This design comes from an exercise in tuning for small area on the open sky130 flow, not from production work.
RTL that was checked went through simulation tests only; none was proved equivalent to the original.

red:
==> flow/design.v (excerpt) <==
module axis_xgmii_tx (
    input  logic        clk,
    input  logic        rst,
    input  logic [63:0] tdata_i,
    input  logic [7:0]  tkeep_i,
    input  logic        tvalid_i,
    input  logic        tlast_i,
    input  logic        tuser_i,
    output logic        tready_o,
    output logic [63:0] xgmii_d_o,
    output logic [7:0]  xgmii_c_o
);
clock: 9.0 ns
lec_check: 0
cap_margin: 20
core_margin: 2
core_utilization: 40
gpl_timing_driven: 0
setup_slack_margin: 0.2
slew_margin: 20
synth_hierarchical: 1
run.sh (not shown) runs the stock make flow with config.mk's settings and CLKGATE_MAP_FILE= SYNTH_SCRIPT=/design/flow/synth_recipe.tcl, a recipe that flattens the netlist after the stock synthesis.
Every stage of red finished as expected; the final checks, on the other hand, flagged setup timing, which means the layout fails.
--- input diff red..green ---
Settings: CORE_UTILIZATION now 55, was 40; CTS_BUF_LIST now sky130_fd_sc_hd__clkbuf_8, previously not set; GPL_TIMING_DRIVEN now 1, was 0; SETUP_SLACK_MARGIN now 0.05, was 0.2.
==> flow/flow/run.sh (new file) <==
#!/bin/bash
# Layout: the standard flow (standard synthesis unchanged), with the input and
# output port buffers made of the smallest plain buffer cell.
set -euo pipefail
export BUFFER_PORTS_ARGS="-buffer_cell sky130_fd_sc_hd__buf_1"
bash standard.sh > standard_flow.log 2>&1
==> flow/standard.sh (new file) <==
#!/bin/bash
# synth_recipe.tcl (not shown) runs the flow's synth.tcl, then flattens the netlist and writes it again
# the make line also repeats each setting of config.mk as NAME=value (left out here)
make -C /OpenROAD-flow-scripts/flow DESIGN_CONFIG=/design/flow/config.mk WORK_HOME=/design/flow/orfs CLKGATE_MAP_FILE= SYNTH_SCRIPT=/design/flow/synth_recipe.tcl "${@:-finish}"
removed: flow/run.sh
==> summary.txt <==
Compared to red, green has post-CTS repair timing setup buffer count 145 lower. Transition time at the pin with the least slew margin, green and red: higher on green. red -> green: final cell count decreased by a little under 10%. Compared with red, green shows a final wirelength that is about 14% lower. green went all the way through the flow, and no timing, DRC or antenna check failed. The flow completed for red, but it is not clean: the layout still shows setup timing. Layout overhead on the synthesized area, green and red: larger value in red. Measured against each other, green and red differ in later-pin clock latency in the skew report, the lower figure coming from red.
No functional check of the RTL was part of any run of this note.

========
axis_xgmii_tx, a different RTL version from the one above (not shown whole).
Size in the first run: roughly 1100 cells after synthesis, ~180 flip-flops.
clock: 9.0 ns
lec_check: 0
cap_margin: 20
core_margin: 2
core_utilization: 40
gpl_timing_driven: 0
setup_slack_margin: 0.2
slew_margin: 20
synth_hierarchical: 1
Stock flow here: none of the scripts above is used.
The first run completed without violations.
Edit:
Settings changed: GPL_TIMING_DRIVEN 0 to unset.
Via count goes down by 1.5%.
Setup slack gains 0.14 ns.
Routed wire length decreases by 2.0%.
Final area fell by 6.5%.
Area after synthesis does not change.
Sequential share of layout area is higher by 1.3 points.

========
axis_xgmii_tx, a different RTL version from the one above (not shown whole).
Size: about 1200 cells after synthesis.
clock: 9.0 ns
lec_check: 0
cap_margin: 20
core_margin: 2
core_utilization: 55
cts_buf_list: sky130_fd_sc_hd__clkbuf_8
gpl_timing_driven: 1
setup_slack_margin: 0.0
slew_margin: 20
synth_hierarchical: 1
standard.sh (not shown) runs the stock make flow with config.mk's settings and CLKGATE_MAP_FILE= SYNTH_SCRIPT=/design/flow/synth_recipe.tcl, a recipe that flattens the netlist after the stock synthesis.
==> flow/flow/run.sh <==
#!/bin/bash
# Layout: the standard flow (standard synthesis unchanged), with the input and
# output port buffers made of the smallest plain buffer cell.
set -euo pipefail
export BUFFER_PORTS_ARGS="-buffer_cell sky130_fd_sc_hd__buf_1"
bash standard.sh > standard_flow.log 2>&1
Edit:
SETUP_SLACK_MARGIN = 0.05   (was 0.0)
Global-route usage is unchanged.
Worst setup slack gains 0.073 ns.
Final area is about the same.
Register-to-register slack improved by 0.07 ns.
Sequential share of layout area is about the same.
Core utilization grows by 0.13 points.
Area after synthesis is unchanged.
Edit:
CTS_BUF_LIST = sky130_fd_sc_hd__clkbuf_4 sky130_fd_sc_hd__clkbuf_8   (was sky130_fd_sc_hd__clkbuf_8)
The new run produced a clean layout.
Via count is unchanged.
Design area is unchanged.
Area after synthesis does not change.
Sequential share of layout area does not change.
Global-route usage does not change.
Wire length does not change.
No functional check of the RTL was part of any run of this note.

[static timing again, ports no longer ideal]
The results above use ideal ports. As a check the final layouts listed here were re-extracted and re-timed, cells and wires unchanged.
Step 1 sets driving cells, clkbuf_16 on the clock port and buf_2 on the other inputs (assumed; they add their load-dependent delay and slew).
Step 2 moves the port delays by t, midway between the first and last clock arrival at a register: inputs arrive t later, outputs are due t later. That takes back most of the time a late clock gives input paths.
a / b / c = ideal ports / drivers / drivers and shift; a / b = the first two.
run	t, ns	setup slack, ns	hold slack, ns
red	0.506	-0.012 / -0.012 / -0.012	0.390 / 0.390 / 0.390
green	0.517	0.229 / 0.229 / 0.229	0.372 / 0.372 / 0.372
the first run of note 2	0.505	0.334 / 0.334 / 0.334	0.384 / 0.384 / 0.384
the second run of note 2	0.513	0.470 / 0.470 / 0.470	0.369 / 0.369 / 0.369
the first run of note 3	0.518	0.329 / 0.329 / 0.329	0.398 / 0.398 / 0.398
the second run of note 3	0.520	0.402 / 0.402 / 0.402	0.398 / 0.398 / 0.398
the third run of note 3	0.520	0.402 / 0.402 / 0.402	0.398 / 0.398 / 0.398
